Source: an optimization exercise on an open RTL-to-GDS flow (aim: small area and a short achievable clock period). Production flows keep margins and buffers that such runs may drop.
No functional check of the RTL was part of any run shown here.
No activity file was given, so power comes from the tool's default toggle rates.

<file path="flow/run.sh">
#!/bin/bash
# Standard ORFS layout with two changes: ports are buffered with buf_2 instead of the
# default delay buffer, and repair_timing aims for extra setup slack.
set -euo pipefail
export BUFFER_PORTS_ARGS="-buffer_cell sky130_fd_sc_hd__buf_2"
export SETUP_SLACK_MARGIN=8.1
bash standard.sh > standard_flow.log 2>&1
</file>
<file path="standard.sh">
#!/bin/bash
# synth_recipe.tcl (not shown) runs the flow's synth.tcl, then flattens the netlist and writes it again
# the make line also repeats each setting of config.mk as NAME=value (left out here)
make -C /OpenROAD-flow-scripts/flow DESIGN_CONFIG=/design/flow/config.mk WORK_HOME=/design/flow/orfs CLKGATE_MAP_FILE= SYNTH_SCRIPT=/design/flow/synth_recipe.tcl "${@:-finish}"
</file>
<file path="config.mk">
export PLATFORM = sky130hd
export DESIGN_NAME = wallace_mult_top
export DESIGN_NICKNAME = wallace_mult_top
export VERILOG_FILES = /design/flow/design.v
export SDC_FILE = /design/flow/constraint.sdc
export NUM_CORES = 4
export LEC_CHECK = 0
export CAP_MARGIN = 20
export CORE_MARGIN = 2
export CORE_UTILIZATION = 40
export SLEW_MARGIN = 20
export SYNTH_HIERARCHICAL = 1
export SYNTH_MINIMUM_KEEP_SIZE = 0
</file>
<file path="constraint.sdc">
create_clock -name core_clock -period 11.0 [get_ports {clk}]
set_input_delay 2.2000 -clock core_clock [delete_from_list [all_inputs] [get_ports {clk}]]
set_output_delay 2.2000 -clock core_clock [all_outputs]
set_load 0.01 [all_outputs]
</file>
<file path="design.v">
module wallace_mult_top (
    input  logic        clk,
    input  logic        arst_n,
    input  logic        in_valid,
    input  logic [15:0] a,
    input  logic [15:0] b,
    output logic        out_valid,
    output logic [31:0] product,
    output logic        busy
);
    logic [2:0] vld_q;
    logic       busy_q;
    always_ff @(posedge clk or negedge arst_n) begin
        if (!arst_n) begin
            vld_q  <= '0;
            busy_q <= 1'b0;
        end else begin
            vld_q  <= {vld_q[1:0], in_valid};
            busy_q <= in_valid | (|vld_q[1:0]);
        end
    end
    assign out_valid = vld_q[2];
    assign busy      = busy_q;
    logic [15:0] a_q;
    logic [15:0] b_q;
    logic [31:0] opa_n, opb_n, prod_d;
    logic pp1;
    logic pp2;
    logic pp3;
    logic pp4;
    logic pp5;
    logic pp6;
    logic pp7;
    logic pp8;
    logic pp9;
    logic pp10;
    logic pp11;
    logic pp12;
    logic pp13;
    logic pp14;
    logic pp15;
    logic pp16;
    logic pp17;
    logic pp18;
    logic pp19;
    logic pp20;
    logic pp21;
    logic pp22;
    logic pp23;
    logic pp24;
    logic pp25;
    logic pp26;
    logic pp27;
    logic pp28;
    logic pp29;
    logic pp30;
    logic pp31;
    logic pp32;
    logic pp33;
    logic pp34;
    logic pp35;
    logic pp36;
    logic pp37;
    logic pp38;
    logic pp39;
    logic pp40;
    logic pp41;
    logic pp42;
    logic pp43;
    logic pp44;
    logic pp45;
    logic pp46;
    logic pp47;
    logic pp48;
    logic pp49;
    logic pp50;
    logic pp51;
    logic pp52;
    logic pp53;
    logic pp54;
    logic pp55;
    logic pp56;
    logic pp57;
    logic pp58;
    logic pp59;
    logic pp60;
    logic pp61;
    logic pp62;
    logic pp63;
    logic pp64;
    logic pp65;
    logic pp66;
    logic pp67;
    logic pp68;
    logic pp69;
    logic pp70;
    logic pp71;
    logic pp72;
    logic pp73;
    logic pp74;
    logic pp75;
    logic pp76;
    logic pp77;
    logic pp78;
    logic pp79;
    logic pp80;
    logic pp81;
    logic pp82;
    logic pp83;
    logic pp84;
    logic pp85;
    logic pp86;
    logic pp87;
    logic pp88;
    logic pp89;
    logic pp90;
    logic pp91;
    logic pp92;
    logic pp93;
    logic pp94;
    logic pp95;
    logic pp96;
    logic pp97;
    logic pp98;
    logic pp99;
    logic pp100;
    logic pp101;
    logic pp102;
    logic pp103;
    logic pp104;
    logic pp105;
    logic pp106;
    logic pp107;
    logic pp108;
    logic pp109;
    logic pp110;
    logic pp111;
    logic pp112;
    logic pp113;
    logic pp114;
    logic pp115;
    logic pp116;
    logic pp117;
    logic pp118;
    logic pp119;
    logic pp120;
    logic pp121;
    logic pp122;
    logic pp123;
    logic pp124;
    logic pp125;
    logic pp126;
    logic pp127;
    logic pp128;
    logic pp129;
    logic pp130;
    logic pp131;
    logic pp132;
    logic pp133;
    logic pp134;
    logic pp135;
    logic pp136;
    logic pp137;
    logic pp138;
    logic pp139;
    logic pp140;
    logic pp141;
    logic pp142;
    logic pp143;
    logic pp144;
    logic pp145;
    logic pp146;
    logic pp147;
    logic pp148;
    logic pp149;
    logic pp150;
    logic pp151;
    logic pp152;
    logic pp153;
    logic pp154;
    logic pp155;
    logic pp156;
    logic pp157;
    logic pp158;
    logic pp159;
    logic pp160;
    logic pp161;
    logic pp162;
    logic pp163;
    logic pp164;
    logic pp165;
    logic pp166;
    logic pp167;
    logic pp168;
    logic pp169;
    logic pp170;
    logic pp171;
    logic pp172;
    logic pp173;
    logic pp174;
    logic pp175;
    logic pp176;
    logic pp177;
    logic pp178;
    logic pp179;
    logic pp180;
    logic pp181;
    logic pp182;
    logic pp183;
    logic pp184;
    logic pp185;
    logic pp186;
    logic pp187;
    logic pp188;
    logic pp189;
    logic pp190;
    logic pp191;
    logic pp192;
    logic pp193;
    logic pp194;
    logic pp195;
    logic pp196;
    logic pp197;
    logic pp198;
    logic pp199;
    logic pp200;
    logic pp201;
    logic pp202;
    logic pp203;
    logic pp204;
    logic pp205;
    logic pp206;
    logic pp207;
    logic pp208;
    logic pp209;
    logic pp210;
    logic pp211;
    logic pp212;
    logic pp213;
    logic pp214;
    logic pp215;
    logic pp216;
    logic pp217;
    logic pp218;
    logic pp219;
    logic pp220;
    logic pp221;
    logic pp222;
    logic pp223;
    logic pp224;
    logic pp225;
    logic pp226;
    logic pp227;
    logic pp228;
    logic pp229;
    logic pp230;
    logic pp231;
    logic pp232;
    logic pp233;
    logic pp234;
    logic pp235;
    logic pp236;
    logic pp237;
    logic pp238;
    logic pp239;
    logic pp240;
    logic pp241;
    logic pp242;
    logic pp243;
    logic pp244;
    logic pp245;
    logic pp246;
    logic pp247;
    logic pp248;
    logic pp249;
    logic pp250;
    logic pp251;
    logic pp252;
    logic pp253;
    logic pp254;
    logic pp255;
    logic pp256;
    logic s257;
    logic c258;
    logic s259;
    logic c260;
    logic s261;
    logic c262;
    logic s263;
    logic c264;
    logic s265;
    logic c266;
    logic s267;
    logic c268;
    logic s269;
    logic c270;
    logic s271;
    logic c272;
    logic s273;
    logic c274;
    logic s275;
    logic c276;
    logic s277;
    logic c278;
    logic s279;
    logic c280;
    logic s281;
    logic c282;
    logic s283;
    logic c284;
    logic s285;
    logic c286;
    logic s287;
    logic c288;
    logic s289;
    logic c290;
    logic s291;
    logic c292;
    logic s293;
    logic c294;
    logic s295;
    logic c296;
    logic s297;
    logic c298;
    logic s299;
    logic c300;
    logic s301;
    logic c302;
    logic s303;
    logic c304;
    logic s305;
    logic c306;
    logic s307;
    logic c308;
    logic s309;
    logic c310;
    logic s311;
    logic c312;
    logic s313;
    logic c314;
    logic s315;
    logic c316;
    logic s317;
    logic c318;
    logic s319;
    logic c320;
    logic s321;
    logic c322;
    logic s323;
    logic c324;
    logic s325;
    logic c326;
    logic s327;
    logic c328;
    logic s329;
    logic c330;
    logic s331;
    logic c332;
    logic s333;
    logic c334;
    logic s335;
    logic c336;
    logic s337;
    logic c338;
    logic s339;
    logic c340;
    logic s341;
    logic c342;
    logic s343;
    logic c344;
    logic s345;
    logic c346;
    logic s347;
    logic c348;
    logic s349;
    logic c350;
    logic s351;
    logic c352;
    logic s353;
    logic c354;
    logic s355;
    logic c356;
    logic s357;
    logic c358;
    logic s359;
    logic c360;
    logic s361;
    logic c362;
    logic s363;
    logic c364;
    logic s365;
    logic c366;
    logic s367;
    logic c368;
    logic s369;
    logic c370;
    logic s371;
    logic c372;
    logic s373;
    logic c374;
    logic s375;
    logic c376;
    logic s377;
    logic c378;
    logic s379;
    logic c380;
    logic s381;
    logic c382;
    logic s383;
    logic c384;
    logic s385;
    logic c386;
    logic s387;
    logic c388;
    logic s389;
    logic c390;
    logic s391;
    logic c392;
    logic s393;
    logic c394;
    logic s395;
    logic c396;
    logic s397;
    logic c398;
    logic s399;
    logic c400;
    logic s401;
    logic c402;
    logic s403;
    logic c404;
    logic s405;
    logic c406;
    logic s407;
    logic c408;
    logic s409;
    logic c410;
    logic s411;
    logic c412;
    logic s413;
    logic c414;
    logic s415;
    logic c416;
    logic s417;
    logic c418;
    logic s419;
    logic c420;
    logic s421;
    logic c422;
    logic s423;
    logic c424;
    logic s425;
    logic c426;
    logic s427;
    logic c428;
    logic s429;
    logic c430;
    logic s431;
    logic c432;
    logic s433;
    logic c434;
    logic s435;
    logic c436;
    logic s437;
    logic c438;
    logic s439;
    logic c440;
    logic s441;
    logic c442;
    logic s443;
    logic c444;
    logic s445;
    logic c446;
    logic s447;
    logic c448;
    logic s449;
    logic c450;
    logic s451;
    logic c452;
    logic s453;
    logic c454;
    logic s455;
    logic c456;
    logic s457;
    logic c458;
    logic s459;
    logic c460;
    logic s461;
    logic c462;
    logic s463;
    logic c464;
    logic s465;
    logic c466;
    logic s467;
    logic c468;
    logic s469;
    logic c470;
    logic s471;
    logic c472;
    logic s473;
    logic c474;
    logic s475;
    logic c476;
    logic s477;
    logic c478;
    logic s479;
    logic c480;
    logic s481;
    logic c482;
    logic s483;
    logic c484;
    logic s485;
    logic c486;
    logic s487;
    logic c488;
    logic s489;
    logic c490;
    logic s491;
    logic c492;
    logic s493;
    logic c494;
    logic s495;
    logic c496;
    logic s497;
    logic c498;
    logic s499;
    logic c500;
    logic s501;
    logic c502;
    logic s503;
    logic c504;
    logic s505;
    logic c506;
    logic s507;
    logic c508;
    logic s509;
    logic c510;
    logic s511;
    logic c512;
    logic s513;
    logic c514;
    logic s515;
    logic c516;
    logic s517;
    logic c518;
    logic s519;
    logic c520;
    logic s521;
    logic c522;
    logic s523;
    logic c524;
    logic s525;
    logic c526;
    logic s527;
    logic c528;
    logic s529;
    logic c530;
    logic s531;
    logic c532;
    logic s533;
    logic c534;
    logic s535;
    logic c536;
    logic s537;
    logic c538;
    logic s539;
    logic c540;
    logic s541;
    logic c542;
    logic s543;
    logic c544;
    logic s545;
    logic c546;
    logic s547;
    logic c548;
    logic s549;
    logic c550;
    logic s551;
    logic c552;
    logic s553;
    logic c554;
    logic s555;
    logic c556;
    logic s557;
    logic c558;
    logic s559;
    logic c560;
    logic s561;
    logic c562;
    logic s563;
    logic c564;
    logic s565;
    logic c566;
    logic s567;
    logic c568;
    logic s569;
    logic c570;
    logic s571;
    logic c572;
    logic s573;
    logic c574;
    logic s575;
    logic c576;
    logic s577;
    logic c578;
    logic s579;
    logic c580;
    logic s581;
    logic c582;
    logic s583;
    logic c584;
    logic s585;
    logic c586;
    logic s587;
    logic c588;
    logic s589;
    logic c590;
    logic s591;
    logic c592;
    logic s593;
    logic c594;
    logic s595;
    logic c596;
    logic s597;
    logic c598;
    logic s599;
    logic c600;
    logic s601;
    logic c602;
    logic s603;
    logic c604;
    logic s605;
    logic c606;
    logic s607;
    logic c608;
    logic s609;
    logic c610;
    logic s611;
    logic c612;
    logic s613;
    logic c614;
    logic s615;
    logic c616;
    logic s617;
    logic c618;
    logic s619;
    logic c620;
    logic s621;
    logic c622;
    logic s623;
    logic c624;
    logic s625;
    logic c626;
    logic s627;
    logic c628;
    logic s629;
    logic c630;
    logic s631;
    logic c632;
    logic s633;
    logic c634;
    logic s635;
    logic c636;
    logic s637;
    logic c638;
    logic s639;
    logic c640;
    logic s641;
    logic c642;
    logic s643;
    logic c644;
    logic s645;
    logic c646;
    logic s647;
    logic c648;
    logic s649;
    logic c650;
    logic s651;
    logic c652;
    logic s653;
    logic c654;
    logic s655;
    logic c656;
    logic s657;
    logic c658;
    logic s659;
    logic c660;
    logic s661;
    logic c662;
    logic s663;
    logic c664;
    logic s665;
    logic c666;
    logic s667;
    logic c668;
    logic s669;
    logic c670;
    logic s671;
    logic c672;
    logic s673;
    logic c674;
    logic s675;
    logic c676;
    logic s677;
    logic c678;
    logic s679;
    logic c680;
    logic s681;
    logic c682;
    logic s683;
    logic c684;
    logic r0_c0_0;
    logic r0_c1_0;
    logic r0_c2_0;
    logic r0_c3_0;
    logic r0_c4_0;
    logic r0_c5_0;
    logic r0_c5_1;
    logic r0_c6_0;
    logic r0_c6_1;
    logic r0_c6_2;
    logic r0_c7_0;
    logic r0_c7_1;
    logic r0_c8_0;
    logic r0_c8_1;
    logic r0_c9_0;
    logic r0_c9_1;
    logic r0_c10_0;
    logic r0_c10_1;
    logic r0_c11_0;
    logic r0_c11_1;
    logic r0_c11_2;
    logic r0_c11_3;
    logic r0_c12_0;
    logic r0_c12_1;
    logic r0_c12_2;
    logic r0_c13_0;
    logic r0_c13_1;
    logic r0_c13_2;
    logic r0_c14_0;
    logic r0_c14_1;
    logic r0_c14_2;
    logic r0_c15_0;
    logic r0_c15_1;
    logic r0_c15_2;
    logic r0_c16_0;
    logic r0_c16_1;
    logic r0_c16_2;
    logic r0_c16_3;
    logic r0_c16_4;
    logic r0_c17_0;
    logic r0_c17_1;
    logic r0_c17_2;
    logic r0_c18_0;
    logic r0_c18_1;
    logic r0_c18_2;
    logic r0_c18_3;
    logic r0_c19_0;
    logic r0_c19_1;
    logic r0_c19_2;
    logic r0_c19_3;
    logic r0_c20_0;
    logic r0_c20_1;
    logic r0_c20_2;
    logic r0_c20_3;
    logic r0_c21_0;
    logic r0_c21_1;
    logic r0_c22_0;
    logic r0_c22_1;
    logic r0_c22_2;
    logic r0_c23_0;
    logic r0_c23_1;
    logic r0_c23_2;
    logic r0_c24_0;
    logic r0_c24_1;
    logic r0_c24_2;
    logic r0_c25_0;
    logic r0_c25_1;
    logic r0_c25_2;
    logic r0_c26_0;
    logic r0_c27_0;
    logic r0_c27_1;
    logic r0_c28_0;
    logic r0_c28_1;
    logic r0_c29_0;
    logic r0_c29_1;
    logic r0_c30_0;
    logic r0_c30_1;
    assign pp1 = ~(a_q[0] & b_q[0]);
    assign pp2 = ~(a_q[0] & b_q[1]);
    assign pp3 = ~(a_q[0] & b_q[2]);
    assign pp4 = ~(a_q[0] & b_q[3]);
    assign pp5 = ~(a_q[0] & b_q[4]);
    assign pp6 = ~(a_q[0] & b_q[5]);
    assign pp7 = ~(a_q[0] & b_q[6]);
    assign pp8 = ~(a_q[0] & b_q[7]);
    assign pp9 = ~(a_q[0] & b_q[8]);
    assign pp10 = ~(a_q[0] & b_q[9]);
    assign pp11 = ~(a_q[0] & b_q[10]);
    assign pp12 = ~(a_q[0] & b_q[11]);
    assign pp13 = ~(a_q[0] & b_q[12]);
    assign pp14 = ~(a_q[0] & b_q[13]);
    assign pp15 = ~(a_q[0] & b_q[14]);
    assign pp16 = ~(a_q[0] & b_q[15]);
    assign pp17 = ~(a_q[1] & b_q[0]);
    assign pp18 = ~(a_q[1] & b_q[1]);
    assign pp19 = ~(a_q[1] & b_q[2]);
    assign pp20 = ~(a_q[1] & b_q[3]);
    assign pp21 = ~(a_q[1] & b_q[4]);
    assign pp22 = ~(a_q[1] & b_q[5]);
    assign pp23 = ~(a_q[1] & b_q[6]);
    assign pp24 = ~(a_q[1] & b_q[7]);
    assign pp25 = ~(a_q[1] & b_q[8]);
    assign pp26 = ~(a_q[1] & b_q[9]);
    assign pp27 = ~(a_q[1] & b_q[10]);
    assign pp28 = ~(a_q[1] & b_q[11]);
    assign pp29 = ~(a_q[1] & b_q[12]);
    assign pp30 = ~(a_q[1] & b_q[13]);
    assign pp31 = ~(a_q[1] & b_q[14]);
    assign pp32 = ~(a_q[1] & b_q[15]);
    assign pp33 = ~(a_q[2] & b_q[0]);
    assign pp34 = ~(a_q[2] & b_q[1]);
    assign pp35 = ~(a_q[2] & b_q[2]);
    assign pp36 = ~(a_q[2] & b_q[3]);
    assign pp37 = ~(a_q[2] & b_q[4]);
    assign pp38 = ~(a_q[2] & b_q[5]);
    assign pp39 = ~(a_q[2] & b_q[6]);
    assign pp40 = ~(a_q[2] & b_q[7]);
    assign pp41 = ~(a_q[2] & b_q[8]);
    assign pp42 = ~(a_q[2] & b_q[9]);
    assign pp43 = ~(a_q[2] & b_q[10]);
    assign pp44 = ~(a_q[2] & b_q[11]);
    assign pp45 = ~(a_q[2] & b_q[12]);
    assign pp46 = ~(a_q[2] & b_q[13]);
    assign pp47 = ~(a_q[2] & b_q[14]);
    assign pp48 = ~(a_q[2] & b_q[15]);
    assign pp49 = ~(a_q[3] & b_q[0]);
    assign pp50 = ~(a_q[3] & b_q[1]);
    assign pp51 = ~(a_q[3] & b_q[2]);
    assign pp52 = ~(a_q[3] & b_q[3]);
    assign pp53 = ~(a_q[3] & b_q[4]);
    assign pp54 = ~(a_q[3] & b_q[5]);
    assign pp55 = ~(a_q[3] & b_q[6]);
    assign pp56 = ~(a_q[3] & b_q[7]);
    assign pp57 = ~(a_q[3] & b_q[8]);
    assign pp58 = ~(a_q[3] & b_q[9]);
    assign pp59 = ~(a_q[3] & b_q[10]);
    assign pp60 = ~(a_q[3] & b_q[11]);
    assign pp61 = ~(a_q[3] & b_q[12]);
    assign pp62 = ~(a_q[3] & b_q[13]);
    assign pp63 = ~(a_q[3] & b_q[14]);
    assign pp64 = ~(a_q[3] & b_q[15]);
    assign pp65 = ~(a_q[4] & b_q[0]);
    assign pp66 = ~(a_q[4] & b_q[1]);
    assign pp67 = ~(a_q[4] & b_q[2]);
    assign pp68 = ~(a_q[4] & b_q[3]);
    assign pp69 = ~(a_q[4] & b_q[4]);
    assign pp70 = ~(a_q[4] & b_q[5]);
    assign pp71 = ~(a_q[4] & b_q[6]);
    assign pp72 = ~(a_q[4] & b_q[7]);
    assign pp73 = ~(a_q[4] & b_q[8]);
    assign pp74 = ~(a_q[4] & b_q[9]);
    assign pp75 = ~(a_q[4] & b_q[10]);
    assign pp76 = ~(a_q[4] & b_q[11]);
    assign pp77 = ~(a_q[4] & b_q[12]);
    assign pp78 = ~(a_q[4] & b_q[13]);
    assign pp79 = ~(a_q[4] & b_q[14]);
    assign pp80 = ~(a_q[4] & b_q[15]);
    assign pp81 = ~(a_q[5] & b_q[0]);
    assign pp82 = ~(a_q[5] & b_q[1]);
    assign pp83 = ~(a_q[5] & b_q[2]);
    assign pp84 = ~(a_q[5] & b_q[3]);
    assign pp85 = ~(a_q[5] & b_q[4]);
    assign pp86 = ~(a_q[5] & b_q[5]);
    assign pp87 = ~(a_q[5] & b_q[6]);
    assign pp88 = ~(a_q[5] & b_q[7]);
    assign pp89 = ~(a_q[5] & b_q[8]);
    assign pp90 = ~(a_q[5] & b_q[9]);
    assign pp91 = ~(a_q[5] & b_q[10]);
    assign pp92 = ~(a_q[5] & b_q[11]);
    assign pp93 = ~(a_q[5] & b_q[12]);
    assign pp94 = ~(a_q[5] & b_q[13]);
    assign pp95 = ~(a_q[5] & b_q[14]);
    assign pp96 = ~(a_q[5] & b_q[15]);
    assign pp97 = ~(a_q[6] & b_q[0]);
    assign pp98 = ~(a_q[6] & b_q[1]);
    assign pp99 = ~(a_q[6] & b_q[2]);
    assign pp100 = ~(a_q[6] & b_q[3]);
    assign pp101 = ~(a_q[6] & b_q[4]);
    assign pp102 = ~(a_q[6] & b_q[5]);
    assign pp103 = ~(a_q[6] & b_q[6]);
    assign pp104 = ~(a_q[6] & b_q[7]);
    assign pp105 = ~(a_q[6] & b_q[8]);
    assign pp106 = ~(a_q[6] & b_q[9]);
    assign pp107 = ~(a_q[6] & b_q[10]);
    assign pp108 = ~(a_q[6] & b_q[11]);
    assign pp109 = ~(a_q[6] & b_q[12]);
    assign pp110 = ~(a_q[6] & b_q[13]);
    assign pp111 = ~(a_q[6] & b_q[14]);
    assign pp112 = ~(a_q[6] & b_q[15]);
    assign pp113 = ~(a_q[7] & b_q[0]);
    assign pp114 = ~(a_q[7] & b_q[1]);
    assign pp115 = ~(a_q[7] & b_q[2]);
    assign pp116 = ~(a_q[7] & b_q[3]);
    assign pp117 = ~(a_q[7] & b_q[4]);
    assign pp118 = ~(a_q[7] & b_q[5]);
    assign pp119 = ~(a_q[7] & b_q[6]);
    assign pp120 = ~(a_q[7] & b_q[7]);
    assign pp121 = ~(a_q[7] & b_q[8]);
    assign pp122 = ~(a_q[7] & b_q[9]);
    assign pp123 = ~(a_q[7] & b_q[10]);
    assign pp124 = ~(a_q[7] & b_q[11]);
    assign pp125 = ~(a_q[7] & b_q[12]);
    assign pp126 = ~(a_q[7] & b_q[13]);
    assign pp127 = ~(a_q[7] & b_q[14]);
    assign pp128 = ~(a_q[7] & b_q[15]);
    assign pp129 = ~(a_q[8] & b_q[0]);
    assign pp130 = ~(a_q[8] & b_q[1]);
    assign pp131 = ~(a_q[8] & b_q[2]);
    assign pp132 = ~(a_q[8] & b_q[3]);
    assign pp133 = ~(a_q[8] & b_q[4]);
    assign pp134 = ~(a_q[8] & b_q[5]);
    assign pp135 = ~(a_q[8] & b_q[6]);
    assign pp136 = ~(a_q[8] & b_q[7]);
    assign pp137 = ~(a_q[8] & b_q[8]);
    assign pp138 = ~(a_q[8] & b_q[9]);
    assign pp139 = ~(a_q[8] & b_q[10]);
    assign pp140 = ~(a_q[8] & b_q[11]);
    assign pp141 = ~(a_q[8] & b_q[12]);
    assign pp142 = ~(a_q[8] & b_q[13]);
    assign pp143 = ~(a_q[8] & b_q[14]);
    assign pp144 = ~(a_q[8] & b_q[15]);
    assign pp145 = ~(a_q[9] & b_q[0]);
    assign pp146 = ~(a_q[9] & b_q[1]);
    assign pp147 = ~(a_q[9] & b_q[2]);
    assign pp148 = ~(a_q[9] & b_q[3]);
    assign pp149 = ~(a_q[9] & b_q[4]);
    assign pp150 = ~(a_q[9] & b_q[5]);
    assign pp151 = ~(a_q[9] & b_q[6]);
    assign pp152 = ~(a_q[9] & b_q[7]);
    assign pp153 = ~(a_q[9] & b_q[8]);
    assign pp154 = ~(a_q[9] & b_q[9]);
    assign pp155 = ~(a_q[9] & b_q[10]);
    assign pp156 = ~(a_q[9] & b_q[11]);
    assign pp157 = ~(a_q[9] & b_q[12]);
    assign pp158 = ~(a_q[9] & b_q[13]);
    assign pp159 = ~(a_q[9] & b_q[14]);
    assign pp160 = ~(a_q[9] & b_q[15]);
    assign pp161 = ~(a_q[10] & b_q[0]);
    assign pp162 = ~(a_q[10] & b_q[1]);
    assign pp163 = ~(a_q[10] & b_q[2]);
    assign pp164 = ~(a_q[10] & b_q[3]);
    assign pp165 = ~(a_q[10] & b_q[4]);
    assign pp166 = ~(a_q[10] & b_q[5]);
    assign pp167 = ~(a_q[10] & b_q[6]);
    assign pp168 = ~(a_q[10] & b_q[7]);
    assign pp169 = ~(a_q[10] & b_q[8]);
    assign pp170 = ~(a_q[10] & b_q[9]);
    assign pp171 = ~(a_q[10] & b_q[10]);
    assign pp172 = ~(a_q[10] & b_q[11]);
    assign pp173 = ~(a_q[10] & b_q[12]);
    assign pp174 = ~(a_q[10] & b_q[13]);
    assign pp175 = ~(a_q[10] & b_q[14]);
    assign pp176 = ~(a_q[10] & b_q[15]);
    assign pp177 = ~(a_q[11] & b_q[0]);
    assign pp178 = ~(a_q[11] & b_q[1]);
    assign pp179 = ~(a_q[11] & b_q[2]);
    assign pp180 = ~(a_q[11] & b_q[3]);
    assign pp181 = ~(a_q[11] & b_q[4]);
    assign pp182 = ~(a_q[11] & b_q[5]);
    assign pp183 = ~(a_q[11] & b_q[6]);
    assign pp184 = ~(a_q[11] & b_q[7]);
    assign pp185 = ~(a_q[11] & b_q[8]);
    assign pp186 = ~(a_q[11] & b_q[9]);
    assign pp187 = ~(a_q[11] & b_q[10]);
    assign pp188 = ~(a_q[11] & b_q[11]);
    assign pp189 = ~(a_q[11] & b_q[12]);
    assign pp190 = ~(a_q[11] & b_q[13]);
    assign pp191 = ~(a_q[11] & b_q[14]);
    assign pp192 = ~(a_q[11] & b_q[15]);
    assign pp193 = ~(a_q[12] & b_q[0]);
    assign pp194 = ~(a_q[12] & b_q[1]);
    assign pp195 = ~(a_q[12] & b_q[2]);
    assign pp196 = ~(a_q[12] & b_q[3]);
    assign pp197 = ~(a_q[12] & b_q[4]);
    assign pp198 = ~(a_q[12] & b_q[5]);
    assign pp199 = ~(a_q[12] & b_q[6]);
    assign pp200 = ~(a_q[12] & b_q[7]);
    assign pp201 = ~(a_q[12] & b_q[8]);
    assign pp202 = ~(a_q[12] & b_q[9]);
    assign pp203 = ~(a_q[12] & b_q[10]);
    assign pp204 = ~(a_q[12] & b_q[11]);
    assign pp205 = ~(a_q[12] & b_q[12]);
    assign pp206 = ~(a_q[12] & b_q[13]);
    assign pp207 = ~(a_q[12] & b_q[14]);
    assign pp208 = ~(a_q[12] & b_q[15]);
    assign pp209 = ~(a_q[13] & b_q[0]);
    assign pp210 = ~(a_q[13] & b_q[1]);
    assign pp211 = ~(a_q[13] & b_q[2]);
    assign pp212 = ~(a_q[13] & b_q[3]);
    assign pp213 = ~(a_q[13] & b_q[4]);
    assign pp214 = ~(a_q[13] & b_q[5]);
    assign pp215 = ~(a_q[13] & b_q[6]);
    assign pp216 = ~(a_q[13] & b_q[7]);
    assign pp217 = ~(a_q[13] & b_q[8]);
    assign pp218 = ~(a_q[13] & b_q[9]);
    assign pp219 = ~(a_q[13] & b_q[10]);
    assign pp220 = ~(a_q[13] & b_q[11]);
    assign pp221 = ~(a_q[13] & b_q[12]);
    assign pp222 = ~(a_q[13] & b_q[13]);
    assign pp223 = ~(a_q[13] & b_q[14]);
    assign pp224 = ~(a_q[13] & b_q[15]);
    assign pp225 = ~(a_q[14] & b_q[0]);
    assign pp226 = ~(a_q[14] & b_q[1]);
    assign pp227 = ~(a_q[14] & b_q[2]);
    assign pp228 = ~(a_q[14] & b_q[3]);
    assign pp229 = ~(a_q[14] & b_q[4]);
    assign pp230 = ~(a_q[14] & b_q[5]);
    assign pp231 = ~(a_q[14] & b_q[6]);
    assign pp232 = ~(a_q[14] & b_q[7]);
    assign pp233 = ~(a_q[14] & b_q[8]);
    assign pp234 = ~(a_q[14] & b_q[9]);
    assign pp235 = ~(a_q[14] & b_q[10]);
    assign pp236 = ~(a_q[14] & b_q[11]);
    assign pp237 = ~(a_q[14] & b_q[12]);
    assign pp238 = ~(a_q[14] & b_q[13]);
    assign pp239 = ~(a_q[14] & b_q[14]);
    assign pp240 = ~(a_q[14] & b_q[15]);
    assign pp241 = ~(a_q[15] & b_q[0]);
    assign pp242 = ~(a_q[15] & b_q[1]);
    assign pp243 = ~(a_q[15] & b_q[2]);
    assign pp244 = ~(a_q[15] & b_q[3]);
    assign pp245 = ~(a_q[15] & b_q[4]);
    assign pp246 = ~(a_q[15] & b_q[5]);
    assign pp247 = ~(a_q[15] & b_q[6]);
    assign pp248 = ~(a_q[15] & b_q[7]);
    assign pp249 = ~(a_q[15] & b_q[8]);
    assign pp250 = ~(a_q[15] & b_q[9]);
    assign pp251 = ~(a_q[15] & b_q[10]);
    assign pp252 = ~(a_q[15] & b_q[11]);
    assign pp253 = ~(a_q[15] & b_q[12]);
    assign pp254 = ~(a_q[15] & b_q[13]);
    assign pp255 = ~(a_q[15] & b_q[14]);
    assign pp256 = ~(a_q[15] & b_q[15]);
    mfa u_ha0 (.x(pp17), .y(pp2), .z(1'b1), .s(s257), .c(c258));
    mfa u_fa0 (.x(pp18), .y(pp3), .z(pp33), .s(s259), .c(c260));
    mfa u_ha1 (.x(c258), .y(s259), .z(1'b1), .s(s261), .c(c262));
    mfa u_fa1 (.x(pp19), .y(pp34), .z(pp4), .s(s263), .c(c264));
    mfa u_fa2 (.x(pp49), .y(c260), .z(s263), .s(s265), .c(c266));
    mfa u_ha2 (.x(c262), .y(s265), .z(1'b1), .s(s267), .c(c268));
    mfa u_fa3 (.x(pp20), .y(pp35), .z(pp5), .s(s269), .c(c270));
    mfa u_fa4 (.x(pp50), .y(pp65), .z(c264), .s(s271), .c(c272));
    mfa u_fa5 (.x(s269), .y(c266), .z(s271), .s(s273), .c(c274));
    mfa u_ha3 (.x(c268), .y(s273), .z(1'b1), .s(s275), .c(c276));
    mfa u_fa6 (.x(pp21), .y(pp36), .z(pp51), .s(s277), .c(c278));
    mfa u_fa7 (.x(pp6), .y(pp66), .z(pp81), .s(s279), .c(c280));
    mfa u_fa8 (.x(c270), .y(s277), .z(s279), .s(s281), .c(c282));
    mfa u_fa9 (.x(c272), .y(s281), .z(c274), .s(s283), .c(c284));
    mfa u_fa10 (.x(pp22), .y(pp37), .z(pp52), .s(s285), .c(c286));
    mfa u_fa11 (.x(pp67), .y(pp7), .z(pp82), .s(s287), .c(c288));
    mfa u_fa12 (.x(pp97), .y(c278), .z(c280), .s(s289), .c(c290));
    mfa u_fa13 (.x(s285), .y(s287), .z(c282), .s(s291), .c(c292));
    mfa u_fa14 (.x(pp113), .y(pp23), .z(pp38), .s(s293), .c(c294));
    mfa u_fa15 (.x(pp53), .y(pp68), .z(pp8), .s(s295), .c(c296));
    mfa u_fa16 (.x(pp83), .y(pp98), .z(c286), .s(s297), .c(c298));
    mfa u_fa17 (.x(c288), .y(s293), .z(s295), .s(s299), .c(c300));
    mfa u_fa18 (.x(c290), .y(s297), .z(s299), .s(s301), .c(c302));
    mfa u_fa19 (.x(pp114), .y(pp129), .z(pp24), .s(s303), .c(c304));
    mfa u_fa20 (.x(pp39), .y(pp54), .z(pp69), .s(s305), .c(c306));
    mfa u_fa21 (.x(pp84), .y(pp9), .z(pp99), .s(s307), .c(c308));
    mfa u_fa22 (.x(c294), .y(c296), .z(s303), .s(s309), .c(c310));
    mfa u_fa23 (.x(s305), .y(s307), .z(c298), .s(s311), .c(c312));
    mfa u_fa24 (.x(c300), .y(s309), .z(s311), .s(s313), .c(c314));
    mfa u_fa25 (.x(pp10), .y(pp100), .z(pp115), .s(s315), .c(c316));
    mfa u_fa26 (.x(pp130), .y(pp145), .z(pp25), .s(s317), .c(c318));
    mfa u_fa27 (.x(pp40), .y(pp55), .z(pp70), .s(s319), .c(c320));
    mfa u_fa28 (.x(pp85), .y(c304), .z(c306), .s(s321), .c(c322));
    mfa u_fa29 (.x(c308), .y(s315), .z(s317), .s(s323), .c(c324));
    mfa u_fa30 (.x(s319), .y(c310), .z(s321), .s(s325), .c(c326));
    mfa u_fa31 (.x(s323), .y(c312), .z(s325), .s(s327), .c(c328));
    mfa u_fa32 (.x(pp101), .y(pp11), .z(pp116), .s(s329), .c(c330));
    mfa u_fa33 (.x(pp131), .y(pp146), .z(pp161), .s(s331), .c(c332));
    mfa u_fa34 (.x(pp26), .y(pp41), .z(pp56), .s(s333), .c(c334));
    mfa u_fa35 (.x(pp71), .y(pp86), .z(c316), .s(s335), .c(c336));
    mfa u_fa36 (.x(c318), .y(c320), .z(s329), .s(s337), .c(c338));
    mfa u_fa37 (.x(s331), .y(s333), .z(c322), .s(s339), .c(c340));
    mfa u_fa38 (.x(c324), .y(s335), .z(s337), .s(s341), .c(c342));
    mfa u_fa39 (.x(c326), .y(s339), .z(s341), .s(s343), .c(c344));
    mfa u_fa40 (.x(pp102), .y(pp117), .z(pp12), .s(s345), .c(c346));
    mfa u_fa41 (.x(pp132), .y(pp147), .z(pp162), .s(s347), .c(c348));
    mfa u_fa42 (.x(pp177), .y(pp27), .z(pp42), .s(s349), .c(c350));
    mfa u_fa43 (.x(pp57), .y(pp72), .z(pp87), .s(s351), .c(c352));
    mfa u_fa44 (.x(c330), .y(c332), .z(c334), .s(s353), .c(c354));
    mfa u_fa45 (.x(s345), .y(s347), .z(s349), .s(s355), .c(c356));
    mfa u_fa46 (.x(s351), .y(c336), .z(c338), .s(s357), .c(c358));
    mfa u_fa47 (.x(s353), .y(s355), .z(c340), .s(s359), .c(c360));
    mfa u_fa48 (.x(pp103), .y(pp118), .z(pp13), .s(s361), .c(c362));
    mfa u_fa49 (.x(pp133), .y(pp148), .z(pp163), .s(s363), .c(c364));
    mfa u_fa50 (.x(pp178), .y(pp193), .z(pp28), .s(s365), .c(c366));
    mfa u_fa51 (.x(pp43), .y(pp58), .z(pp73), .s(s367), .c(c368));
    mfa u_fa52 (.x(pp88), .y(c346), .z(c348), .s(s369), .c(c370));
    mfa u_fa53 (.x(c350), .y(c352), .z(s361), .s(s371), .c(c372));
    mfa u_fa54 (.x(s363), .y(s365), .z(s367), .s(s373), .c(c374));
    mfa u_fa55 (.x(c354), .y(c356), .z(s369), .s(s375), .c(c376));
    mfa u_fa56 (.x(s371), .y(s373), .z(c358), .s(s377), .c(c378));
    mfa u_fa57 (.x(pp104), .y(pp119), .z(pp134), .s(s379), .c(c380));
    mfa u_fa58 (.x(pp14), .y(pp149), .z(pp164), .s(s381), .c(c382));
    mfa u_fa59 (.x(pp179), .y(pp194), .z(pp209), .s(s383), .c(c384));
    mfa u_fa60 (.x(pp29), .y(pp44), .z(pp59), .s(s385), .c(c386));
    mfa u_fa61 (.x(pp74), .y(pp89), .z(c362), .s(s387), .c(c388));
    mfa u_fa62 (.x(c364), .y(c366), .z(c368), .s(s389), .c(c390));
    mfa u_fa63 (.x(s379), .y(s381), .z(s383), .s(s391), .c(c392));
    mfa u_fa64 (.x(s385), .y(c370), .z(c372), .s(s393), .c(c394));
    mfa u_fa65 (.x(c374), .y(s387), .z(s389), .s(s395), .c(c396));
    mfa u_fa66 (.x(s391), .y(c376), .z(s393), .s(s397), .c(c398));
    mfa u_fa67 (.x(pp105), .y(pp120), .z(pp135), .s(s399), .c(c400));
    mfa u_fa68 (.x(pp15), .y(pp150), .z(pp165), .s(s401), .c(c402));
    mfa u_fa69 (.x(pp180), .y(pp195), .z(pp210), .s(s403), .c(c404));
    mfa u_fa70 (.x(pp225), .y(pp30), .z(pp45), .s(s405), .c(c406));
    mfa u_fa71 (.x(pp60), .y(pp75), .z(pp90), .s(s407), .c(c408));
    mfa u_fa72 (.x(c380), .y(c382), .z(c384), .s(s409), .c(c410));
    mfa u_fa73 (.x(c386), .y(s399), .z(s401), .s(s411), .c(c412));
    mfa u_fa74 (.x(s403), .y(s405), .z(s407), .s(s413), .c(c414));
    mfa u_fa75 (.x(c388), .y(c390), .z(c392), .s(s415), .c(c416));
    mfa u_fa76 (.x(s409), .y(s411), .z(s413), .s(s417), .c(c418));
    mfa u_fa77 (.x(c394), .y(c396), .z(s415), .s(s419), .c(c420));
    mfa u_fa78 (.x(pp106), .y(pp121), .z(pp136), .s(s421), .c(c422));
    mfa u_fa79 (.x(pp151), .y(pp16), .z(pp166), .s(s423), .c(c424));
    mfa u_fa80 (.x(pp181), .y(pp196), .z(pp211), .s(s425), .c(c426));
    mfa u_fa81 (.x(pp226), .y(pp241), .z(pp31), .s(s427), .c(c428));
    mfa u_fa82 (.x(pp46), .y(pp61), .z(pp76), .s(s429), .c(c430));
    mfa u_fa83 (.x(pp91), .y(c400), .z(c402), .s(s431), .c(c432));
    mfa u_fa84 (.x(c404), .y(c406), .z(c408), .s(s433), .c(c434));
    mfa u_fa85 (.x(s421), .y(s423), .z(s425), .s(s435), .c(c436));
    mfa u_fa86 (.x(s427), .y(s429), .z(c410), .s(s437), .c(c438));
    mfa u_fa87 (.x(c412), .y(c414), .z(s431), .s(s439), .c(c440));
    mfa u_fa88 (.x(s433), .y(s435), .z(c416), .s(s441), .c(c442));
    mfa u_fa89 (.x(s437), .y(c418), .z(s439), .s(s443), .c(c444));
    mfa u_fa90 (.x(pp107), .y(pp122), .z(pp137), .s(s445), .c(c446));
    mfa u_fa91 (.x(pp152), .y(pp167), .z(pp182), .s(s447), .c(c448));
    mfa u_fa92 (.x(pp197), .y(pp212), .z(pp227), .s(s449), .c(c450));
    mfa u_fa93 (.x(pp242), .y(pp32), .z(pp47), .s(s451), .c(c452));
    mfa u_fa94 (.x(pp62), .y(pp77), .z(pp92), .s(s453), .c(c454));
    mfa u_fa95 (.x(c422), .y(c424), .z(c426), .s(s455), .c(c456));
    mfa u_fa96 (.x(c428), .y(c430), .z(s445), .s(s457), .c(c458));
    mfa u_fa97 (.x(s447), .y(s449), .z(s451), .s(s459), .c(c460));
    mfa u_fa98 (.x(s453), .y(c432), .z(c434), .s(s461), .c(c462));
    mfa u_fa99 (.x(c436), .y(s455), .z(s457), .s(s463), .c(c464));
    mfa u_fa100 (.x(s459), .y(c438), .z(c440), .s(s465), .c(c466));
    mfa u_fa101 (.x(pp108), .y(pp123), .z(pp138), .s(s467), .c(c468));
    mfa u_fa102 (.x(pp153), .y(pp168), .z(pp183), .s(s469), .c(c470));
    mfa u_fa103 (.x(pp198), .y(pp213), .z(pp228), .s(s471), .c(c472));
    mfa u_fa104 (.x(pp243), .y(pp48), .z(pp63), .s(s473), .c(c474));
    mfa u_fa105 (.x(pp78), .y(pp93), .z(c446), .s(s475), .c(c476));
    mfa u_fa106 (.x(c448), .y(c450), .z(c452), .s(s477), .c(c478));
    mfa u_fa107 (.x(c454), .y(s467), .z(s469), .s(s479), .c(c480));
    mfa u_fa108 (.x(s471), .y(s473), .z(c456), .s(s481), .c(c482));
    mfa u_fa109 (.x(c458), .y(c460), .z(s475), .s(s483), .c(c484));
    mfa u_fa110 (.x(s477), .y(s479), .z(c462), .s(s485), .c(c486));
    mfa u_fa111 (.x(s481), .y(c464), .z(s483), .s(s487), .c(c488));
    mfa u_fa112 (.x(pp109), .y(pp124), .z(pp139), .s(s489), .c(c490));
    mfa u_fa113 (.x(pp154), .y(pp169), .z(pp184), .s(s491), .c(c492));
    mfa u_fa114 (.x(pp199), .y(pp214), .z(pp229), .s(s493), .c(c494));
    mfa u_fa115 (.x(pp244), .y(pp64), .z(pp79), .s(s495), .c(c496));
    mfa u_fa116 (.x(pp94), .y(c468), .z(c470), .s(s497), .c(c498));
    mfa u_fa117 (.x(c472), .y(c474), .z(s489), .s(s499), .c(c500));
    mfa u_fa118 (.x(s491), .y(s493), .z(s495), .s(s501), .c(c502));
    mfa u_fa119 (.x(c476), .y(c478), .z(c480), .s(s503), .c(c504));
    mfa u_fa120 (.x(s497), .y(s499), .z(s501), .s(s505), .c(c506));
    mfa u_fa121 (.x(c482), .y(c484), .z(s503), .s(s507), .c(c508));
    mfa u_fa122 (.x(pp110), .y(pp125), .z(pp140), .s(s509), .c(c510));
    mfa u_fa123 (.x(pp155), .y(pp170), .z(pp185), .s(s511), .c(c512));
    mfa u_fa124 (.x(pp200), .y(pp215), .z(pp230), .s(s513), .c(c514));
    mfa u_fa125 (.x(pp245), .y(pp80), .z(pp95), .s(s515), .c(c516));
    mfa u_fa126 (.x(c490), .y(c492), .z(c494), .s(s517), .c(c518));
    mfa u_fa127 (.x(c496), .y(s509), .z(s511), .s(s519), .c(c520));
    mfa u_fa128 (.x(s513), .y(s515), .z(c498), .s(s521), .c(c522));
    mfa u_fa129 (.x(c500), .y(c502), .z(s517), .s(s523), .c(c524));
    mfa u_fa130 (.x(s519), .y(c504), .z(s521), .s(s525), .c(c526));
    mfa u_fa131 (.x(pp111), .y(pp126), .z(pp141), .s(s527), .c(c528));
    mfa u_fa132 (.x(pp156), .y(pp171), .z(pp186), .s(s529), .c(c530));
    mfa u_fa133 (.x(pp201), .y(pp216), .z(pp231), .s(s531), .c(c532));
    mfa u_fa134 (.x(pp246), .y(pp96), .z(c510), .s(s533), .c(c534));
    mfa u_fa135 (.x(c512), .y(c514), .z(c516), .s(s535), .c(c536));
    mfa u_fa136 (.x(s527), .y(s529), .z(s531), .s(s537), .c(c538));
    mfa u_fa137 (.x(c518), .y(c520), .z(s533), .s(s539), .c(c540));
    mfa u_fa138 (.x(s535), .y(s537), .z(c522), .s(s541), .c(c542));
    mfa u_fa139 (.x(pp112), .y(pp127), .z(pp142), .s(s543), .c(c544));
    mfa u_fa140 (.x(pp157), .y(pp172), .z(pp187), .s(s545), .c(c546));
    mfa u_fa141 (.x(pp202), .y(pp217), .z(pp232), .s(s547), .c(c548));
    mfa u_fa142 (.x(pp247), .y(c528), .z(c530), .s(s549), .c(c550));
    mfa u_fa143 (.x(c532), .y(s543), .z(s545), .s(s551), .c(c552));
    mfa u_fa144 (.x(s547), .y(c534), .z(c536), .s(s553), .c(c554));
    mfa u_fa145 (.x(c538), .y(s549), .z(s551), .s(s555), .c(c556));
    mfa u_fa146 (.x(c540), .y(s553), .z(s555), .s(s557), .c(c558));
    mfa u_fa147 (.x(pp128), .y(pp143), .z(pp158), .s(s559), .c(c560));
    mfa u_fa148 (.x(pp173), .y(pp188), .z(pp203), .s(s561), .c(c562));
    mfa u_fa149 (.x(pp218), .y(pp233), .z(pp248), .s(s563), .c(c564));
    mfa u_fa150 (.x(c544), .y(c546), .z(c548), .s(s565), .c(c566));
    mfa u_fa151 (.x(s559), .y(s561), .z(s563), .s(s567), .c(c568));
    mfa u_fa152 (.x(c550), .y(c552), .z(s565), .s(s569), .c(c570));
    mfa u_fa153 (.x(s567), .y(c554), .z(c556), .s(s571), .c(c572));
    mfa u_fa154 (.x(pp144), .y(pp159), .z(pp174), .s(s573), .c(c574));
    mfa u_fa155 (.x(pp189), .y(pp204), .z(pp219), .s(s575), .c(c576));
    mfa u_fa156 (.x(pp234), .y(pp249), .z(c560), .s(s577), .c(c578));
    mfa u_fa157 (.x(c562), .y(c564), .z(s573), .s(s579), .c(c580));
    mfa u_fa158 (.x(s575), .y(c566), .z(c568), .s(s581), .c(c582));
    mfa u_fa159 (.x(s577), .y(s579), .z(c570), .s(s583), .c(c584));
    mfa u_fa160 (.x(pp160), .y(pp175), .z(pp190), .s(s585), .c(c586));
    mfa u_fa161 (.x(pp205), .y(pp220), .z(pp235), .s(s587), .c(c588));
    mfa u_fa162 (.x(pp250), .y(c574), .z(c576), .s(s589), .c(c590));
    mfa u_fa163 (.x(s585), .y(s587), .z(c578), .s(s591), .c(c592));
    mfa u_fa164 (.x(c580), .y(s589), .z(c582), .s(s593), .c(c594));
    mfa u_fa165 (.x(pp176), .y(pp191), .z(pp206), .s(s595), .c(c596));
    mfa u_fa166 (.x(pp221), .y(pp236), .z(pp251), .s(s597), .c(c598));
    mfa u_fa167 (.x(c586), .y(c588), .z(s595), .s(s599), .c(c600));
    mfa u_fa168 (.x(s597), .y(c590), .z(s599), .s(s601), .c(c602));
    mfa u_fa169 (.x(pp192), .y(pp207), .z(pp222), .s(s603), .c(c604));
    mfa u_fa170 (.x(pp237), .y(pp252), .z(c596), .s(s605), .c(c606));
    mfa u_fa171 (.x(c598), .y(s603), .z(c600), .s(s607), .c(c608));
    mfa u_fa172 (.x(s605), .y(c602), .z(s607), .s(s609), .c(c610));
    mfa u_fa173 (.x(pp208), .y(pp223), .z(pp238), .s(s611), .c(c612));
    mfa u_fa174 (.x(pp253), .y(c604), .z(s611), .s(s613), .c(c614));
    mfa u_fa175 (.x(c606), .y(s613), .z(c608), .s(s615), .c(c616));
    mfa u_fa176 (.x(pp224), .y(pp239), .z(pp254), .s(s617), .c(c618));
    mfa u_fa177 (.x(c612), .y(s617), .z(c614), .s(s619), .c(c620));
    mfa u_fa178 (.x(pp240), .y(pp255), .z(c618), .s(s621), .c(c622));
    mfa u_fa179 (.x(r0_c6_0), .y(r0_c6_1), .z(r0_c6_2), .s(s623), .c(c624));
    mfa u_fa180 (.x(r0_c7_0), .y(r0_c7_1), .z(c624), .s(s625), .c(c626));
    mfa u_fa181 (.x(r0_c8_0), .y(r0_c8_1), .z(c626), .s(s627), .c(c628));
    mfa u_ha4 (.x(r0_c9_0), .y(r0_c9_1), .z(1'b1), .s(s629), .c(c630));
    mfa u_fa182 (.x(r0_c10_0), .y(r0_c10_1), .z(c630), .s(s631), .c(c632));
    mfa u_fa183 (.x(r0_c11_0), .y(r0_c11_1), .z(r0_c11_2), .s(s633), .c(c634));
    mfa u_fa184 (.x(r0_c11_3), .y(s633), .z(c632), .s(s635), .c(c636));
    mfa u_fa185 (.x(r0_c12_0), .y(r0_c12_1), .z(r0_c12_2), .s(s637), .c(c638));
    mfa u_ha5 (.x(c634), .y(s637), .z(1'b1), .s(s639), .c(c640));
    mfa u_fa186 (.x(r0_c13_0), .y(r0_c13_1), .z(r0_c13_2), .s(s641), .c(c642));
    mfa u_fa187 (.x(c638), .y(s641), .z(c640), .s(s643), .c(c644));
    mfa u_fa188 (.x(r0_c14_0), .y(r0_c14_1), .z(r0_c14_2), .s(s645), .c(c646));
    mfa u_ha6 (.x(c642), .y(s645), .z(1'b1), .s(s647), .c(c648));
    mfa u_fa189 (.x(r0_c15_0), .y(r0_c15_1), .z(r0_c15_2), .s(s649), .c(c650));
    mfa u_fa190 (.x(c646), .y(s649), .z(c648), .s(s651), .c(c652));
    mfa u_fa191 (.x(r0_c16_0), .y(r0_c16_1), .z(r0_c16_2), .s(s653), .c(c654));
    mfa u_fa192 (.x(r0_c16_3), .y(r0_c16_4), .z(c650), .s(s655), .c(c656));
    mfa u_ha7 (.x(s653), .y(s655), .z(1'b1), .s(s657), .c(c658));
    mfa u_fa193 (.x(r0_c17_0), .y(r0_c17_1), .z(r0_c17_2), .s(s659), .c(c660));
    mfa u_fa194 (.x(c654), .y(s659), .z(c656), .s(s661), .c(c662));
    mfa u_fa195 (.x(r0_c18_0), .y(r0_c18_1), .z(r0_c18_2), .s(s663), .c(c664));
    mfa u_fa196 (.x(r0_c18_3), .y(c660), .z(s663), .s(s665), .c(c666));
    mfa u_fa197 (.x(r0_c19_0), .y(r0_c19_1), .z(r0_c19_2), .s(s667), .c(c668));
    mfa u_fa198 (.x(r0_c19_3), .y(c664), .z(s667), .s(s669), .c(c670));
    mfa u_fa199 (.x(r0_c20_0), .y(r0_c20_1), .z(r0_c20_2), .s(s671), .c(c672));
    mfa u_fa200 (.x(r0_c20_3), .y(c668), .z(s671), .s(s673), .c(c674));
    mfa u_fa201 (.x(r0_c21_0), .y(r0_c21_1), .z(c672), .s(s675), .c(c676));
    mfa u_fa202 (.x(r0_c22_0), .y(r0_c22_1), .z(r0_c22_2), .s(s677), .c(c678));
    mfa u_fa203 (.x(r0_c23_0), .y(r0_c23_1), .z(r0_c23_2), .s(s679), .c(c680));
    mfa u_fa204 (.x(r0_c24_0), .y(r0_c24_1), .z(r0_c24_2), .s(s681), .c(c682));
    mfa u_fa205 (.x(r0_c25_0), .y(r0_c25_1), .z(r0_c25_2), .s(s683), .c(c684));
    assign opa_n = {1'b1, r0_c30_0, r0_c29_0, r0_c28_0, r0_c27_0, r0_c26_0, c682, c680, c678, c676, c674, c670, c666, c662, c658, c652, s651, c644, s643, c636, s635, s631, c628, s627, s625, s623, r0_c5_0, r0_c4_0, r0_c3_0, r0_c2_0, r0_c1_0, r0_c0_0};
    assign opb_n = {1'b1, r0_c30_1, r0_c29_1, r0_c28_1, r0_c27_1, c684, s683, s681, s679, s677, s675, s673, s669, s665, s661, s657, 1'b1, s647, 1'b1, s639, 1'b1, 1'b1, s629, 1'b1, 1'b1, 1'b1, r0_c5_1, 1'b1, 1'b1, 1'b1, 1'b1, 1'b1};
    assign prod_d = ~(opa_n + opb_n + 32'd1);
    always_ff @(posedge clk) begin
        a_q <= a;
        b_q <= b;
        r0_c0_0 <= pp1;
        r0_c1_0 <= s257;
        r0_c2_0 <= s261;
        r0_c3_0 <= s267;
        r0_c4_0 <= s275;
        r0_c5_0 <= c276;
        r0_c5_1 <= s283;
        r0_c6_0 <= s289;
        r0_c6_1 <= s291;
        r0_c6_2 <= c284;
        r0_c7_0 <= c292;
        r0_c7_1 <= s301;
        r0_c8_0 <= c302;
        r0_c8_1 <= s313;
        r0_c9_0 <= c314;
        r0_c9_1 <= s327;
        r0_c10_0 <= c328;
        r0_c10_1 <= s343;
        r0_c11_0 <= c342;
        r0_c11_1 <= s357;
        r0_c11_2 <= s359;
        r0_c11_3 <= c344;
        r0_c12_0 <= s375;
        r0_c12_1 <= c360;
        r0_c12_2 <= s377;
        r0_c13_0 <= s395;
        r0_c13_1 <= c378;
        r0_c13_2 <= s397;
        r0_c14_0 <= s417;
        r0_c14_1 <= c398;
        r0_c14_2 <= s419;
        r0_c15_0 <= c420;
        r0_c15_1 <= s441;
        r0_c15_2 <= s443;
        r0_c16_0 <= s461;
        r0_c16_1 <= s463;
        r0_c16_2 <= c442;
        r0_c16_3 <= c444;
        r0_c16_4 <= s465;
        r0_c17_0 <= s485;
        r0_c17_1 <= c466;
        r0_c17_2 <= s487;
        r0_c18_0 <= s505;
        r0_c18_1 <= c486;
        r0_c18_2 <= c488;
        r0_c18_3 <= s507;
        r0_c19_0 <= c506;
        r0_c19_1 <= s523;
        r0_c19_2 <= c508;
        r0_c19_3 <= s525;
        r0_c20_0 <= c524;
        r0_c20_1 <= s539;
        r0_c20_2 <= s541;
        r0_c20_3 <= c526;
        r0_c21_0 <= c542;
        r0_c21_1 <= s557;
        r0_c22_0 <= s569;
        r0_c22_1 <= s571;
        r0_c22_2 <= c558;
        r0_c23_0 <= s581;
        r0_c23_1 <= c572;
        r0_c23_2 <= s583;
        r0_c24_0 <= s591;
        r0_c24_1 <= c584;
        r0_c24_2 <= s593;
        r0_c25_0 <= c592;
        r0_c25_1 <= s601;
        r0_c25_2 <= c594;
        r0_c26_0 <= s609;
        r0_c27_0 <= c610;
        r0_c27_1 <= s615;
        r0_c28_0 <= s619;
        r0_c28_1 <= c616;
        r0_c29_0 <= s621;
        r0_c29_1 <= c620;
        r0_c30_0 <= pp256;
        r0_c30_1 <= c622;
        product <= prod_d;
    end
endmodule
module mfa (input logic x, input logic y, input logic z, output logic s, output logic c);
    assign s = x ^ y ^ z;
    assign c = (x & y) | (x & z) | (y & z);
endmodule
module mha (input logic x, input logic y, output logic s, output logic c);
    assign s = x ^ y;
    assign c = x & y;
endmodule
</file>
==> results.tsv, run 1 <==
stage	metric	value	unit
critical_path	cp.arrival	3.55	ns
clock_tree	h-tree-depth	4	
synth	synth_top_area_share	44.92	%
clock_tree	clk_pin_slew_worst_paths	0.06	ns
global_routing	grt_max_degree	17	
hold_path	hold_class	reg2reg	
floorplanning	rows	56	
critical_path	cp.required	11.35	ns
cells_and_area	n_fill_cell	2111	
critical_path	r2r_slack	7.81	ns
cells_and_area	layout_common_cells	nand2_1, fa_1, dfxtp_1	
synth	synthDistinctLibCells	49	
clock_tree	holdBufCountCts	0	
power	pwr_density_cell	385.5	mW/mm^2
cells_and_area	antenna_cells	0	
critical_path	endpoint_kind	flop	
place	gp_congestion	0.8326	
timing	fmax	0.3132	GHz
synth	synth_top_area_cell	fa_1	
global_routing	grt_overflow_total	0	
detailed_routing	wl	22.32	mm
hold_path	hold_path_depth	1	
timing	rsz0062_at_grt	yes	
global_routing	antenna_found_initial	0	
synth	ys_seq_elements	145	
power	leakage	4.144	nW
cells_and_area	layout_commonest_cell	nand2_1	
synth	async_flop_share	2.759	%
clock_tree	clk_latency	0.43	ns
timing	min_period_over_period	29.03	%
floorplanning	start_util	40.63	%
cells_and_area	layout-drive-gt1-share	22.42	%
synth	synth_area_per_cell	11.50	sq um
critical_path	cp_max_fo	3	
synth	postSynthCellCount	829	
timing	slew_violations	0	
detailed_routing	viasPerCell	5.041	
timing	min_period	3.193	ns
clock_tree	cts_made_buffers	17	
critical_path	critPathKind	reg2reg	
critical_path	startpoint_type	flop	
critical_path	crit_start	r0_c15_0	
critical_path	rr_startpoint	r0_c15_0	
synth	yosys_warnings	7	
floorplanning	die_area	0.02509	sq mm
run	cap_violations	0	
cells_and_area	syn_to_final_growth	17.02	%
timing	clock_skew	0.009292	ns
timing	setup_tns	0	ns
floorplanning	fp.dieW	158.4	um
synth	ys_seq_area_share	30.65	%
place	portBuffers	68	
floorplanning	fp.dieH	158.4	um
hold_path	min-delay-start	r0_c2_0	
detailed_routing	first_pass_iters	5	
place	place_area	0.01015	sq mm
detailed_routing	num_vias	6059	
hold_path	min_to	product[2]	
outcome	run_status	complete, no violations	
synth	netlist_area	0.009537	sq mm
clock_tree	clock_sinks	145	
timing	hold_violations	0	
timing	slew_headroom	67.89	%
detailed_routing	postRouteAntennaNets	0	
timing	setup_viol	0	
detailed_routing	wl_per_cell	18.57	um
floorplanning	core	0.02347	sq mm
critical_path	r2r_cells	10	
critical_path	r2r_end	product[28]	
timing	worstMarginPinSlew	0.4696	ns
global_routing	grt_pass1_vias	6492	
clock_tree	cts_root_buf	clkbuf_16	
cells_and_area	layout.nets	1140	
synth	synth_edf_count	0	
clock_tree	cts_tree	built	
place	pre_cts_slack	7.755	ns
place	dp_hpwl	15.76	mm
synth	synth-main-ff-cell	dfxtp_1	
power	peakVddDrop	0.1923	mV
cells_and_area	regArea	0.003055	sq mm
synth	synth_area_leaders	fa_1, dfxtp_1, nand2_1	
cells_and_area	postLayoutCellArea	0.01116	sq mm
global_routing	grt_pass1_wl	35.36	mm
timing	setup_slack	7.807	ns
clock_tree	clock_path_buffers	2	
detailed_routing	drt_iter0_drc	461	
floorplanning	ios	69	
global_routing	track_usage	18.98	%
cells_and_area	multi_input_area	0.006507	sq mm
detailed_routing	drc	0	
-- Yosys stat by module, one instance, submodules excluded --
module	times used	flip-flops and latches	area (sq um)	cells
wallace_mult_top	1	145	5253	615
mfa	214	0	20.02	1
-- where the power goes --
part           switching (mW)  leakage [nW]  internal, mW
Sequential              0.117          1.24         0.755
Clock                   0.240         0.289         0.357
Combinational            1.42          2.61          1.41
-- state kept, by name, summed over array words and instances (netlist names), 3 cells and up --
| register | cells |
|---|---|
| product | 32 |
| vld_q | 3 |
| a_q | 16 |
| b_q | 16 |
-- synthesized netlist by cell type, types with 2 or more instances --
cell type and instances:
clkbuf_1 64, a211o_1 3, o211ai_1 3, dfrtp_1 4
ha_1 20, o31ai_1 3, fa_1 214, a31oi_1 5
a211oi_1 2, nand4_1 3, inv_1 16, dfxtp_1 141
nand3_1 6, o21ai_0 5, nor3b_1 3, nand2_1 263
xor2_1 6, o211a_1 3, nor2_1 6, nor2b_1 2
a21oi_1 12, xnor2_1 16, or3_1 3
-- worst max-delay path, stage by stage, from the launching register on --
cell and delay [ns]:
dfxtp_2 0.32, fa_2 0.38, fa_2 0.43, fa_1 0.60
ha_4 0.22, and3b_2 0.21, nor3b_2 0.15, a211o_1 0.35
a21oi_2 0.20, buf_4 0.14, xor2_1 0.11
-- cells by family after synthesis --
kind of cell | share of synthesized area (%)
simple gates | 12.56
flops | 30.65
compound gates | 3.989
fa+ha+maj | 47.55
other cells | 0.03932
xor+xnor | 2.020
buf+inv | 3.201
-- repair_timing --
action	in CTS	in global routing
endpoints found under the setup margin	94	67
gates cloned	0	0
buffers inserted	4	9
gates resized for setup	48	59
pin swaps	18	13
-- metrics by stage --
| stage | cells | hold slack, ns | total power, mW | util, % |
|---|---|---|---|---|
| 2_1_floorplan | 836 | 0.3379 | 2.815 | - |
| 3_3_place_gp | 1158 | 0.3392 | 3.355 | 43.26 |
| 3_5_place_dp | 1158 | 0.3440 | 3.365 | 43.26 |
| 4_1_cts | 1193 | 0.3580 | 4.128 | 46.45 |
| 5_1_grt | 1202 | 0.3633 | 4.681 | 47.54 |
| 6_report | 1202 | 0.3568 | 4.302 | 47.54 |
-- area by class of cell --
class	count	share of cell area [%]
clock buffer	19	4.160
timing repair buffer	81	4.743
multi-input combinational	610	58.31
sequential	145	27.38
inverter	16	0.5382
tap	319	3.577
clock inverter	12	1.289
-- routing by layer --
layer / wire (um) / track usage (%) / up-vias
li1: - / - / 2635
met1: 10340 / 28.18 / 3106
met2: 9866 / 27.45 / 294
met3: 1848 / 4.409 / 24
met4: 262 / 6.306 / 0
met5: 0 / 0 / -
-- worst max path at each step --
stage,end,cells past startpoint
global placement,product[30],9
floorplan,product[31],10
finish,product[28],10
CTS,product[31],10
global route,product[29],10
detailed placement,product[31],10
==> run 2: changes to the inputs <==
==> flow/run.sh (replaced) <==
#!/bin/bash
# Standard ORFS layout (standard.sh, unchanged synthesis) with two changes: ports are
# buffered with sky130_fd_sc_hd__buf_2 instead of the default delay buffer, and repair_timing aims for
# extra setup slack.
set -euo pipefail
export BUFFER_PORTS_ARGS="-buffer_cell sky130_fd_sc_hd__buf_2"
export SETUP_SLACK_MARGIN=8.1
bash standard.sh > standard_flow.log 2>&1
--- a/config.mk
+++ b/config.mk
@@ -9,4 +9,7 @@
 export CORE_MARGIN = 2
 export CORE_UTILIZATION = 40
+export CTS_BUF_LIST = sky130_fd_sc_hd__clkbuf_8
+export CTS_CLUSTER_DIAMETER = 100
+export CTS_CLUSTER_SIZE = 30
 export SLEW_MARGIN = 20
 export SYNTH_HIERARCHICAL = 1
==> run 2 against run 1 <==
  * Still clean on timing, DRC and antenna
  * Global-route usage shrank 0.14 points
  * Synthesized area is the same
  * Utilization shrank 0.81 points
  * Die area is the same
  * Register-to-register slack is essentially flat
  * Flip-flop and latch count is the same
  * Maximum frequency is essentially flat
  * Sequential power is essentially flat
==> results.tsv, run 2 <==
stage	metric	value	unit	change
timing	fmax	0.3130	GHz	about the same
critical_path	cp.required	11.38	ns	+0.03 ns
clock_tree	clk_latency	0.46	ns	+0.03 ns
global_routing	grt_overflow_total	0		unchanged
critical_path	critPathKind	reg2reg		
floorplanning	fp.dieH	158.4	um	unchanged
cells_and_area	layout_common_cells	nand2_1, fa_1, dfxtp_1		
outcome	run_status	complete, no violations		
cells_and_area	antenna_cells	0		unchanged
synth	async_flop_share	2.759	%	unchanged
detailed_routing	drt-met1-wl	10.17	mm	-1.7%
cells_and_area	largest_reg_flops	32		unchanged
power	pwr_density_cell	379.7	mW/mm^2	-1.5%
synth	synth_top_family_by_area	adder cells		
timing	setup_tns	0	ns	unchanged
detailed_routing	drc	0		unchanged
global_routing	track_usage	18.84	%	-0.14 points
cells_and_area	layout_commonest_cell	nand2_1		
synth	synth-main-ff-cell	dfxtp_1		
global_routing	antenna_found_initial	0		unchanged
timing	min_period	3.195	ns	+0.002110 ns
cells_and_area	reg_top3	product (32), a_q (16), b_q (16)		
timing	clock_skew	0.01671	ns	+0.007418 ns
cells_and_area	layout-drive-gt1-share	22.36	%	-0.063 points
critical_path	cp.arrival	3.58	ns	+0.03 ns
synth	yosys.area_share.simple	12.56	%	unchanged
floorplanning	core	0.02347	sq mm	unchanged
synth	yosys.cell_count.top_type	nand2_1		
place	portBuffers	68		unchanged
detailed_routing	wl_per_cell	18.38	um	-1.0%
synth	synth_area_leaders	fa_1, dfxtp_1, nand2_1		
synth	synth_top_area_cell	fa_1		
detailed_routing	drt_iter0_drc	429		-6.9%
global_routing	grt_max_degree	17		unchanged
detailed_routing	postRouteAntennaNets	0		unchanged
cells_and_area	n_fill_cell	2152		+1.9%
timing	slew_headroom	67.43	%	-0.46 points
power	leakage	4.054	nW	-2.2%
hold_path	hold_class	reg2reg		
critical_path	endpoint_kind	flop		
clock_tree	cts_made_buffers	17		unchanged
cells_and_area	syn_to_final_growth	15.02	%	
floorplanning	start_util	40.63	%	unchanged
detailed_routing	first_pass_iters	6		+1
place	gp_congestion	0.8326		unchanged
detailed_routing	num_vias	6058		-0.017%
cells_and_area	layout.nets	1138		-0.18%
power	peakVddDrop	0.1958	mV	+1.8%
detailed_routing	dr_wl_met2	9.544	mm	-3.3%
detailed_routing	wl_met3	1.933	mm	+4.6%
detailed_routing	routed.top_layer	met4		
synth	synth_top_area_share	44.92	%	unchanged
global_routing	grt_pass1_vias	6498		+0.092%
synth	synth_edf_count	0		unchanged
synth	ys_seq_elements	145		unchanged
timing	setup_viol	0		unchanged
floorplanning	rows	56		unchanged
place	dp_hpwl	15.76	mm	unchanged
global_routing	grt_pass1_wl	35.07	mm	-0.82%
synth	postSynthCellCount	829		unchanged
floorplanning	fp.dieW	158.4	um	unchanged
synth	synthAdderAreaFrac	47.55	%	unchanged
clock_tree	cts_tree	built		
synth	yosys_warnings	7		unchanged
cells_and_area	top_register	product		
clock_tree	holdBufCountCts	0		unchanged
synth	synth-xor-area-share	2.020	%	unchanged
clock_tree	clock_sinks	145		unchanged
critical_path	startpoint_type	flop		
power	power.total	4.165	mW	-3.2%
synth	netlist_area	0.009537	sq mm	unchanged
-- run 2: cell counts after synthesis --
Identical to the previous run, type by type.
-- run 2: per-layer routing --
layer | vias to the layer above | track usage, %
met5 | - | 0
met4 | 0 | 6.392
met3 | 39 | 4.818
met2 | 309 | 27.00
met1 | 3082 | 27.85
li1 | 2628 | -
-- run 2: Yosys stat by module, one instance, submodules excluded --
| module | times used | cells | area, sq um |
|---|---|---|---|
| wallace_mult_top | 1 | 615 | 5253 |
| mfa | 214 | 1 | 20.02 |
-- run 2: final timing paths --
check	from	end	slack, ns	cells after the start
setup / recovery	r0_c15_2	product[28]	7.81	10
hold / removal	r0_c2_0	product[2]	0.36	1
setup reg to reg	r0_c15_2	product[28]	7.81	10
hold reg to reg	r0_c2_0	product[2]	0.36	1
max in group asynchronous	arst_n	vld_q[0]	9.36	1
min in group asynchronous	arst_n	busy_q	1.53	1
-- run 2: power breakdown --
group | switching, mW | internal, mW | total [mW]
registers | 0.117 | 0.754 | 0.870
logic | 1.42 | 1.42 | 2.84
clock network | 0.221 | 0.233 | 0.454
total | 1.76 | 2.40 | 4.16
-- run 2: per-stage QoR --
stage	instances	instance area, sq um	setup slack, ns	hold WS (ns)	util (%)
floorplan	836	9688	8.084	0.3379	-
global placement	1158	10150	7.792	0.3392	43.26
detailed placement	1158	10150	7.755	0.3440	43.26
CTS	1195	10750	7.799	0.3612	45.78
global route	1200	10970	7.684	0.3654	46.73
finish	1200	10970	7.805	0.3614	46.73
-- run 2: timing repair --
item                                    CTS  global route
pin swaps                                20             8
buffers inserted                          6             5
endpoints found under the setup margin   94            70
resized for setup                        50            59
-- run 2: cells by family (layout without fill, tap and decap cells) --
group | count (synthesis) | count (layout)
flops | 145 | 145
xor+xnor | 22 | 22
compound gates | 50 | 50
buf+inv | 81 | 126
fa+ha+maj | 234 | 234
other cells | 1 | 8
simple gates | 296 | 296
-- run 2: area by class of cell --
cell class,instances,area [sq um],area share [%]
inverters,16,60.06,0.5475
well taps,319,399.1,3.639
multi-input cells,610,6519,59.43
flip-flops and latches,145,3055,27.85
clock buffers,18,247.7,2.258
clock inverters,13,173.9,1.585
repair buffers,79,514.2,4.688
-- run 2: worst max-delay path, stage by stage, from the launching register on --
cell     delay [ns]
dfxtp_2        0.35
fa_2           0.36
fa_2           0.43
fa_1           0.60
ha_4           0.22
and3b_2        0.21
nor3b_2        0.15
a211o_1        0.35
a21oi_2        0.20
buf_4          0.14
xor2_1         0.11

## afterwards: timing with drivers on the ports
How much do the figures lean on ideal ports? The routed layouts below were timed once more, with nothing changed but the port constraints. Step 1 sets driving cells, clkbuf_16 on the clock port and buf_2 on the other inputs (assumed; they add their load-dependent delay and slew). Step 2 also shifts input and output timing later by t, the mid clock arrival at the registers, as if the neighbouring blocks saw the same clock. Slacks: ideal / step 1 / step 2; pairs: ideal / step 1.
run	t (ns)	setup WS [ns]	hold WS [ns]	worst setup path at the end	pins driven straight from the clock port
run 1	0.472	7.807 / 7.807 / 7.807	0.357 / 0.357 / 0.357	register to register	1
run 2	0.492	7.805 / 7.802 / 7.805	0.361 / 0.361 / 0.361	register to register	1
After both steps setup and hold are still met in every run listed.
